Background: an optimization exercise with open tools, aiming at small area, a short achievable clock period and few clock cycles per item. Do not read the settings as production practice. Where RTL was checked, it was by simulation tests only, not by an equivalence proof against the original. No activity file was given, so power comes from the tool's default toggle rates.

wip/raven:
## game_step
module game_step #(
    parameter int N_BULLETS = 5,
    parameter int N_ENEMIES = 5,
    parameter int N_DIVERS  = 5
) (
    input  logic                    i_clk,
    input  logic                    i_rstn,
    input  logic                    i_start,
    input  logic [2:0]              i_act,
    input  logic [31:0]             i_player,
    input  logic [18*N_BULLETS-1:0] i_bullets,
    input  logic [18*N_ENEMIES-1:0] i_enemies,
    input  logic [18*N_DIVERS-1:0]  i_divers,
    input  logic [31:0]             i_score,
    output logic [31:0]             o_player,
    output logic [18*N_BULLETS-1:0] o_bullets,
    output logic [18*N_ENEMIES-1:0] o_enemies,
    output logic [18*N_DIVERS-1:0]  o_divers,
    output logic [31:0]             o_score,
    output logic                    o_done,
    output logic                    o_valid
);
    logic                    lose;
    logic [31:0]             moved_player;
    logic [N_BULLETS-1:0]    bullet_active;
    logic [N_BULLETS-1:0]    shot_sel;
    logic [17:0]             shot;
    logic [18*N_BULLETS-1:0] moved_bullets;
    logic [18*N_ENEMIES-1:0] moved_enemies;
    logic [18*N_DIVERS-1:0]  moved_divers;
    step_control step_control_i (
        .i_clk   (i_clk),
        .i_rstn  (i_rstn),
        .i_start (i_start),
        .i_lose  (lose),
        .o_valid (o_valid),
        .o_done  (o_done)
    );
    player_action #(.N_BULLETS(N_BULLETS)) player_action_i (
        .i_act           (i_act),
        .i_player        (i_player),
        .i_bullet_active (bullet_active),
        .o_player        (moved_player),
        .o_shot_sel      (shot_sel),
        .o_shot          (shot)
    );
  ...
For scale: roughly 4,500 cells after synthesis, roughly 370 flip-flops.
Settings: LEC_CHECK=0, CAP_MARGIN=20, CORE_MARGIN=2, CORE_UTILIZATION=40, SLEW_MARGIN=20; clock period 25.0 ns.
standard.sh (not shown) runs the stock make flow with config.mk's settings and CLKGATE_MAP_FILE= SYNTH_SCRIPT=/design/flow/synth_recipe.tcl, a recipe that flattens the netlist after the stock synthesis.
==> flow/flow/run.sh <==
#!/bin/bash
# Layout flow: the standard ORFS flow (standard.sh, with the standard flow's synthesis
# script) with these changes:
#  - synthesis leaves adders to ABC (no half/full adder extraction), and ABC
#    maps for area (flow/abc_area_map.script in place of ORFS's
#    abc_speed.script, in a copy of ORFS's scripts folder used for synthesis
#    only); registers are untouched
#  - every port still gets its own buffer, a plain buf_2 instead of the
#    default delay-cell buffer
set -euo pipefail
MARGIN=$(cat flow/margin.txt 2>/dev/null || echo 0)
rm -rf synth_scripts
cp -r "$FLOW_HOME/scripts" synth_scripts
cp flow/abc_area_map.script synth_scripts/abc_speed.script
bash standard.sh ADDER_MAP_FILE= SCRIPTS_DIR="$PWD/synth_scripts" synth > flow_synth.log 2>&1
bash standard.sh ADDER_MAP_FILE= "BUFFER_PORTS_ARGS=-buffer_cell sky130_fd_sc_hd__buf_2" \
    SETUP_SLACK_MARGIN=$MARGIN finish > flow_finish.log 2>&1
test -f out/final.def
==> flow/flow/abc_area_map.script <==
strash
dch -f
amap
topo
==> flow/flow/margin.txt <==
16
Testbench counts of wip/raven, summed over its fixed seeds: cycles 48,000, steps 24,000.
For wip/onyx, these inputs were changed with respect to wip/raven:
==> flow/flow/abc_area_map.script <==
strash
dch -f
map -a
topo
Findings:
As of wip/onyx, overall via count from detail_route had risen by a few percent compared to wip/raven. wip/onyx vs wip/raven, finished layout cell area went up by about 7%. Run comparison: wip/onyx source of the critical timing path collision_score_i.rescue; wip/raven source of the critical timing path collision_score_i.score_q[9]. When the final numbers for wip/onyx and wip/raven were put side by side, the final weighted congestion in routability-driven placement turned out to be greater in wip/onyx. Delta (wip/onyx minus wip/raven): power climbed 3.2%, met2 layer wire length in the routed design picked up an extra about 6.4%.
Modified inputs, wip/ember compared to wip/onyx
Settings: setting CTS_CLUSTER_DIAMETER to 100 for the first time; setting PLACE_DENSITY to 0.75 for the first time; changing CAP_MARGIN from 20 to 0; setting CTS_CLUSTER_SIZE to 20 for the first time; changing CORE_UTILIZATION from 40 to 65; changing SLEW_MARGIN from 20 to 0.
==> flow/flow/abc_area_map.script <==
strash
dch -f
amap
topo
Notes after the runs:
Delta (wip/ember minus wip/onyx): maximum fanout encountered on the critical timing path saw a decrease; met1 track demand over resource in global routing saw an increase.
wip/onyx → wip/ember: proportion of cell area occupied by multi-input gates saw an increase, width of the die saw a decrease.
Input changes introduced in wip/harbor (baseline for comparison: wip/ember):
Settings: CTS_CLUSTER_SIZE now 30, was 20; PLACE_DENSITY no longer set, was 0.75; CORE_UTILIZATION now 40, was 65.
==> results.txt <==
[compare] base=wip/ember new=wip/harbor: count of clock buffers in the final design went up by about 4%, design area moved up, switching part of the total power moved up, setup slack up 0.14 ns.
Cell depth of the worst hold path of wip/harbor is on par with wip/ember.
--- input diff wip/harbor..wip/willow ---
Settings: CTS_CLUSTER_DIAMETER removed (was 100); SLEW_MARGIN changed from 0 to 20; CTS_CLUSTER_SIZE removed (was 30); CAP_MARGIN changed from 0 to 20.
==> flow/flow/margin.txt <==
15.5
--- outcome ---
As of wip/willow, number of clock buffers inserted by TritonCTS had risen by more than half compared to wip/harbor.
Looking at final antenna diode count, wip/willow sits 1 lower than wip/harbor does.
wip/harbor → wip/willow: wire length of the first global-routing pass held; post-CTS setup-driven buffer insertion count went down 15%.

== job 7769 ==
Another version of the RTL of game_step (not shown whole).
Size: about 4,700 cells after synthesis, roughly 370 flip-flops, about 0.033 mm2 of cells after synthesis.
clock: 25.0 ns
lec_check: 0
cap_margin: 20
core_margin: 2
core_utilization: 40
slew_margin: 20
==> flow/flow/run.sh <==
#!/bin/bash
# Layout flow: the standard ORFS flow (standard.sh, with the standard flow's synthesis
# script) with these changes:
#  - synthesis leaves adders to ABC (no half/full adder extraction), so ABC
#    can restructure the arithmetic; registers are untouched
#  - every port still gets its own buffer, a plain buf_2 instead of the
#    default delay-cell buffer
set -euo pipefail
MARGIN=$(cat flow/margin.txt 2>/dev/null || echo 0)
bash standard.sh ADDER_MAP_FILE= synth > flow_synth.log 2>&1
bash standard.sh ADDER_MAP_FILE= "BUFFER_PORTS_ARGS=-buffer_cell sky130_fd_sc_hd__buf_2" \
    SETUP_SLACK_MARGIN=$MARGIN finish > flow_finish.log 2>&1
test -f out/final.def
==> flow/flow/margin.txt <==
16.5
Job 7769 finished every step from synthesis to the final layout, and the layout passed the timing, DRC and antenna checks.
Testbench counts of job 7769, summed over its fixed seeds: cycles 48,000, steps 24,000.
Input changes introduced in job 2730 (baseline for comparison: job 7769):
==> flow/flow/margin.txt <==
13.5
--- outcome ---
- Looking at the reports, job 2730 completed the entire flow and the layout it produced met the timing, DRC and antenna checks.
- [compare] base=job 7769 new=job 2730: clock group power now smaller, count of cell instances traversed by the critical path down 1, routed length on met2 fell by about 4.3%, wire length reported by the detailed router shrank by 4000 um.
- The arrival time reported for the critical path endpoint number comes out lower for job 7769 vs job 2730.
- Number of antenna violations at the first check in global routing for job 2730 is higher than for job 7769.
- Comparing post-layout total power for job 7769 and job 2730, the bigger number came from job 7769.
Modified inputs, job 8198 compared to job 2730
==> flow/flow/margin.txt <==
18
Results
Job 8198: part of the power in the clock network 2.3 points below job 2730
Job 8198 vs. job 2730: fraction of area in multi-input gates went down, core utilization moved up, global-route usage increased 3.5 points, count of clock-buffer cells in the layout fell about 10%.
For power density normalized to cell area, dividing the value from job 8198 by the value from job 2730 gives 0.889.
Cmp job 2730 and job 8198 / detailed placement HPWL / higher: job 8198
The number of multi-input combinational cells in the layout on job 8198 is in line with that on job 2730.
The slack of the worst reg-to-reg path on job 2730 is in line with that on job 8198.
The inputs of job 7738 differ from those of job 8198 as listed below.
==> flow/flow/margin.txt <==
15
Notes after the runs:
Routed wire length for job 7738: about 11% down relative to job 8198. Taking job 8198 as the reference, in job 7738 final worst-path cycle share up 0.56 points, design area down 22%, data required time of the worst path flat. Per the comparison of job 7738 with job 8198, area of the multi-input gates saw a decrease, proportion of power drawn by combinational gates -6.3 points.

RTL: one of the versions met above, not the one the previous note started from.
Settings: LEC_CHECK=0, CAP_MARGIN=0, CORE_MARGIN=2, CORE_UTILIZATION=40, CTS_CLUSTER_DIAMETER=100, CTS_CLUSTER_SIZE=20, SLEW_MARGIN=0; clock period 25.0 ns.
==> flow/flow/run.sh <==
#!/bin/bash
# Layout flow: the standard ORFS flow (standard.sh, with the standard flow's synthesis
# script) with these changes:
#  - synthesis leaves adders to ABC (no half/full adder extraction), and ABC
#    maps for area (flow/abc_area_map.script in place of ORFS's
#    abc_speed.script, in a copy of ORFS's scripts folder used for synthesis
#    only); registers are untouched
#  - every port still gets its own buffer, a plain buf_2 instead of the
#    default delay-cell buffer
set -euo pipefail
MARGIN=$(cat flow/margin.txt 2>/dev/null || echo 0)
rm -rf synth_scripts
cp -r "$FLOW_HOME/scripts" synth_scripts
cp flow/abc_area_map.script synth_scripts/abc_speed.script
bash standard.sh ADDER_MAP_FILE= SCRIPTS_DIR="$PWD/synth_scripts" synth > flow_synth.log 2>&1
bash standard.sh ADDER_MAP_FILE= "BUFFER_PORTS_ARGS=-buffer_cell sky130_fd_sc_hd__buf_2" \
    SETUP_SLACK_MARGIN=$MARGIN finish > flow_finish.log 2>&1
test -f out/final.def
==> flow/flow/abc_area_map.script <==
strash
dch -f
amap
topo
==> flow/flow/margin.txt <==
16
The first run passed the timing, DRC and antenna checks.
Testbench counts at the start, summed over its fixed seeds: cycles 48,000, steps 24,000.
Next try:
GPL_TIMING_DRIVEN = 1   (was default)
What happened:
- The new run completed with no timing, DRC or antenna violations
- wire length stays the same
- register-to-register slack hardly moves
- total power stays the same
- die area is unchanged
- design area does not change
- clock skew is unchanged
- non-clock buffer count stays the same
- utilization is unchanged
- via count stays the same

game_step again, from the RTL that the note above started with.
==> flow/config.mk <==
export PLATFORM = sky130hd
export DESIGN_NAME = game_step
export DESIGN_NICKNAME = game_step
export VERILOG_FILES = /design/flow/design.v
export SDC_FILE = /design/flow/constraint.sdc
export NUM_CORES = 4
export LEC_CHECK = 0
export CAP_MARGIN = 0
export CORE_MARGIN = 2
export CORE_UTILIZATION = 40
export CTS_CLUSTER_DIAMETER = 100
export CTS_CLUSTER_SIZE = 20
export SLEW_MARGIN = 0
==> flow/constraint.sdc <==
create_clock -name core_clock -period 25.0 [get_ports {i_clk}]
set_input_delay 5.0000 -clock core_clock [delete_from_list [all_inputs] [get_ports {i_clk}]]
set_output_delay 5.0000 -clock core_clock [all_outputs]
set_load 0.01 [all_outputs]
==> flow/flow/margin.txt <==
16.5
Scripts as last shown in full above: flow/flow/run.sh, flow/flow/abc_area_map.script
The first run went through all stages and came out clean.
Testbench counts at the start, summed over its fixed seeds: cycles 48,000, steps 24,000.
==> next run, changes <==
==> flow/flow/abc_area_map.script (replaced) <==
strash
dch -f
map -a
topo
==> flow/flow/margin.txt (replaced) <==
15
- CAP_MARGIN: 0 -> 20
- CTS_CLUSTER_DIAMETER: 100 -> not set
- CTS_CLUSTER_SIZE: 20 -> not set
- SLEW_MARGIN: 0 -> 20
Effect: Worst setup slack got worse by 0.026 ns; routed wire length came out higher by 11%; clock-buffer cell count came out higher by 28; via count came out higher by 5.5%; flip-flop and latch count stays the same; non-clock buffer count came out lower by 94; die area came out higher by 8.7%; combinational power came out higher by about 3%; final area came out higher by 0.96%; area after synthesis came out higher by 8.8%; synthesized cell count came out higher by 17%.
==> next run, changes <==
==> flow/flow/abc_area_map.script (replaced) <==
strash
dch -f
amap
topo
==> flow/flow/margin.txt (replaced) <==
16
- CAP_MARGIN: 20 -> 0
- SLEW_MARGIN: 20 -> 0
Effect: Routed wire length decreases by 8.9%. Total power hardly moves. Global-route usage decreases by 0.50 points. Sequential share of layout area increases by 0.46 points.

Setup of lagoon:
game_step with an RTL version that a note above also has.
For scale: ~370 flip-flops, roughly 680 I/O pins, roughly 33000 um2 of cells after synthesis.
clock: 25.0 ns
lec_check: 0
cap_margin: 20
core_margin: 2
core_utilization: 40
slew_margin: 20
==> flow/flow/run.sh <==
#!/bin/bash
# Layout flow: the standard ORFS flow (standard.sh, with the standard flow's synthesis
# script) with these changes:
#  - synthesis leaves adders to ABC (no half/full adder extraction), so ABC
#    can restructure the arithmetic; registers are untouched
#  - every port still gets its own buffer, a plain buf_2 instead of the
#    default delay-cell buffer
#  - the buffers ABC put in are taken out before placement; OpenROAD
#    buffers the placed design instead
set -euo pipefail
MARGIN=$(cat flow/margin.txt 2>/dev/null || echo 0)
bash standard.sh ADDER_MAP_FILE= synth > flow_synth.log 2>&1
bash standard.sh ADDER_MAP_FILE= "BUFFER_PORTS_ARGS=-buffer_cell sky130_fd_sc_hd__buf_2" \
    SETUP_SLACK_MARGIN=$MARGIN REMOVE_ABC_BUFFERS=1 finish > flow_finish.log 2>&1
test -f out/final.def
==> flow/flow/margin.txt <==
15
Having completed the whole flow, lagoon delivered a layout that passed the timing, DRC and antenna checks.
Testbench counts of lagoon, summed over its fixed seeds: cycles 48,000, steps 24,000.
Here is what was changed in the inputs of cedar compared with lagoon.
- CTS_BUF_LIST: unset -> sky130_fd_sc_hd__clkbuf_4
--- a/flow/flow/run.sh
+++ b/flow/flow/run.sh
@@ -6 +6 @@
-#  - every port still gets its own buffer, a plain buf_2 instead of the
+#  - every port still gets its own buffer, a plain buf_1 instead of the
@@ -8,2 +7,0 @@
-#  - the buffers ABC put in are taken out before placement; OpenROAD
-#    buffers the placed design instead
@@ -13,2 +11,2 @@
-bash standard.sh ADDER_MAP_FILE= "BUFFER_PORTS_ARGS=-buffer_cell sky130_fd_sc_hd__buf_2" \
-    SETUP_SLACK_MARGIN=$MARGIN REMOVE_ABC_BUFFERS=1 finish > flow_finish.log 2>&1
+bash standard.sh ADDER_MAP_FILE= "BUFFER_PORTS_ARGS=-buffer_cell sky130_fd_sc_hd__buf_1" \
+    SETUP_SLACK_MARGIN=$MARGIN finish > flow_finish.log 2>&1
cedar completed every stage of the flow, and the final layout passed the timing, DRC and antenna checks.
In cedar the clock power turned out 23% lower than in lagoon.
Taking lagoon as the reference, in cedar part of the power in combinational logic up 2.5 points; count of placed standard cells in the final layout, fillers left out higher.

## exp/sierra
Another version of the RTL of game_step (not shown whole).
clock: 25.0 ns
lec_check: 0
cap_margin: 20
core_margin: 2
core_utilization: 40
slew_margin: 20
==> flow/flow/run.sh <==
#!/bin/bash
# Layout flow: the standard ORFS flow (standard.sh, with the standard flow's synthesis
# script) with these changes:
#  - synthesis leaves adders to ABC (no half/full adder extraction), and ABC
#    maps for area (flow/abc_area_map.script in place of ORFS's
#    abc_speed.script, in a copy of ORFS's scripts folder used for synthesis
#    only); registers are untouched
#  - every port still gets its own buffer, a plain buf_2 instead of the
#    default delay-cell buffer
set -euo pipefail
MARGIN=$(cat flow/margin.txt 2>/dev/null || echo 0)
rm -rf synth_scripts
cp -r "$FLOW_HOME/scripts" synth_scripts
cp flow/abc_area_map.script synth_scripts/abc_speed.script
bash standard.sh ADDER_MAP_FILE= SCRIPTS_DIR="$PWD/synth_scripts" synth > flow_synth.log 2>&1
bash standard.sh ADDER_MAP_FILE= "BUFFER_PORTS_ARGS=-buffer_cell sky130_fd_sc_hd__buf_2" \
    SETUP_SLACK_MARGIN=$MARGIN finish > flow_finish.log 2>&1
test -f out/final.def
==> flow/flow/abc_area_map.script <==
strash
dch -f
amap
topo
==> flow/flow/margin.txt <==
15.5
## Diff of input files: exp/onyx against exp/sierra
==> flow/flow/margin.txt <==
16
[summary]
exp/sierra → exp/onyx: number of non-clock buffers grew by 15%, global-route usage held steady, post-route standard cell area excluding fillers grew by 5.7%. exp/onyx vs. exp/sierra: total power fell by 1.6%, number of antenna violations at the first check in global routing dropped 6, wire length of the first global-routing pass rose about 0.6%, post-layout net count rose 122. Sort exp/onyx and exp/sierra by clock power asc -> top: exp/onyx. On wire length: exp/onyx sits above exp/sierra.
Function was not checked in any run of this note: the RTL went through the layout flow alone.

## old
Another version of the RTL of game_step (not shown whole).
Size in the first run: roughly 4,600 cells after synthesis, ~370 flip-flops, ~680 I/O pins.
## game_step
module game_step #(
    parameter int N_BULLETS = 5,
    parameter int N_ENEMIES = 5,
    parameter int N_DIVERS  = 5
) (
    input  logic                    i_clk,
    input  logic                    i_rstn,
    input  logic                    i_start,
    input  logic [2:0]              i_act,
    input  logic [31:0]             i_player,
    input  logic [18*N_BULLETS-1:0] i_bullets,
    input  logic [18*N_ENEMIES-1:0] i_enemies,
    input  logic [18*N_DIVERS-1:0]  i_divers,
    input  logic [31:0]             i_score,
    output logic [31:0]             o_player,
    output logic [18*N_BULLETS-1:0] o_bullets,
    output logic [18*N_ENEMIES-1:0] o_enemies,
    output logic [18*N_DIVERS-1:0]  o_divers,
    output logic [31:0]             o_score,
    output logic                    o_done,
    output logic                    o_valid
);
    logic                    lose;
    logic [31:0]             moved_player;
    logic [N_BULLETS-1:0]    bullet_active;
    logic [N_BULLETS-1:0]    shot_sel;
    logic [17:0]             shot;
    logic [18*N_BULLETS-1:0] moved_bullets;
    logic [18*N_ENEMIES-1:0] moved_enemies;
    logic [18*N_DIVERS-1:0]  moved_divers;
    step_control step_control_i (
        .i_clk   (i_clk),
        .i_rstn  (i_rstn),
        .i_start (i_start),
        .i_lose  (lose),
        .o_valid (o_valid),
        .o_done  (o_done)
    );
    player_action #(.N_BULLETS(N_BULLETS)) player_action_i (
        .i_act           (i_act),
        .i_player        (i_player),
        .i_bullet_active (bullet_active),
        .o_player        (moved_player),
        .o_shot_sel      (shot_sel),
        .o_shot          (shot)
    );
    for (genvar g = 0; g < N_BULLETS; g++) begin : g_bullet
        assign bullet_active[g] = i_bullets[18*g];
        object_lane lane_i (.i_obj(i_bullets[18*g +: 18]), .i_spawn_sel(shot_sel[g]),
            .i_spawn(shot), .o_obj(moved_bullets[18*g +: 18]));
    end
    for (genvar g = 0; g < N_ENEMIES; g++) begin : g_enemy
        object_lane lane_i (.i_obj(i_enemies[18*g +: 18]), .i_spawn_sel(1'b0),
            .i_spawn(18'd0), .o_obj(moved_enemies[18*g +: 18]));
    end
    for (genvar g = 0; g < N_DIVERS; g++) begin : g_diver
        object_lane lane_i (.i_obj(i_divers[18*g +: 18]), .i_spawn_sel(1'b0),
            .i_spawn(18'd0), .o_obj(moved_divers[18*g +: 18]));
  ...
clock: 25.0 ns
lec_check: 0
cap_margin: 20
core_margin: 2
core_utilization: 40
slew_margin: 20
==> flow/flow/margin.txt <==
16
Scripts as last shown in full above: flow/flow/run.sh, flow/flow/abc_area_map.script
old has completed all stages; timing, DRC and antenna checks passed.
Relative to old, the following input files were edited for new:
==> flow/flow/margin.txt <==
16.5
Notes after the runs:
new has completed all stages; timing, DRC and antenna checks passed.
In terms of cell count, new and old differ only marginally.
Setup slack: higher on new
Total chip power on new is up relative to old.
Changes observed in new relative to old: final clock period utilization by the worst path has remained practically unchanged, met2 routed wirelength has increased, buffering overhead has remained practically unchanged, post-route cell area has increased.
Total of clock buffers placed in the layout went up by more than 10% going from old to new.
No run of this note included a check of the RTL's function; only the layout flow was run.

what the ideal ports hide:
The flow's constraints put no driver on any port. The routed layouts listed below were extracted and timed again, unchanged, in two steps.
Step 1 assumes that a clkbuf_16 drives the clock port and a buf_2 every other input.
Step 2 moves the port delays by t, midway between the first and last clock arrival at a register: inputs arrive t later, outputs are due t later. That takes back most of the time a late clock gives input paths.
Slacks: ideal / step 1 / step 2; pairs: ideal / step 1.
| run | shift t [ns] | slack for setup (ns) | latest minus earliest clock arrival (ns) |
|---|---|---|---|
| wip/raven | 0.657 | 15.329 / 15.262 / 15.596 | 0.023 / 0.023 |
| wip/onyx | 0.673 | 15.847 / 15.776 / 15.487 | 0.033 / 0.034 |
| wip/ember | 0.649 | 15.315 / 15.254 / 15.308 | 0.045 / 0.045 |
| wip/harbor | 0.673 | 15.459 / 15.385 / 15.508 | 0.054 / 0.055 |
| wip/willow | 0.657 | 15.309 / 15.241 / 15.105 | 0.018 / 0.018 |
| job 7769 | 0.663 | 15.450 / 15.380 / 15.902 | 0.026 / 0.027 |
| job 2730 | 0.679 | 14.535 / 14.464 / 14.976 | 0.038 / 0.038 |
| job 8198 | 0.675 | 15.335 / 15.261 / 15.937 | 0.036 / 0.037 |
| job 7738 | 0.674 | 15.196 / 15.125 / 15.045 | 0.036 / 0.036 |
| the first run of note 3 | 0.668 | 15.412 / 15.340 / 15.442 | 0.045 / 0.044 |
| the second run of note 3 | 0.668 | 15.412 / 15.340 / 15.442 | 0.045 / 0.044 |
| the first run of note 4 | 0.689 | 15.387 / 15.319 / 15.791 | 0.027 / 0.027 |
| the second run of note 4 | 0.673 | 15.361 / 15.291 / 14.754 | 0.030 / 0.030 |
| the third run of note 4 | 0.663 | 15.512 / 15.443 / 15.521 | 0.033 / 0.034 |
| lagoon | 0.677 | 15.207 / 15.133 / 14.971 | 0.034 / 0.034 |
| cedar | 1.038 | 15.040 / 14.967 / 14.784 | 0.072 / 0.073 |
| exp/sierra | 0.667 | 14.294 / 14.327 / 13.660 | 0.024 / 0.024 |
| exp/onyx | 0.661 | 14.562 / 14.570 / 13.909 | 0.023 / 0.023 |
| old | 0.671 | 14.859 / 14.790 / 15.461 | 0.039 / 0.039 |
| new | 0.665 | 14.889 / 14.822 / 15.486 | 0.037 / 0.037 |
After both steps every run listed still meets setup and hold. The setup slack of exp/onyx, which loses most, moves by +0.008 ns with the drivers and by -0.653 ns with both steps.
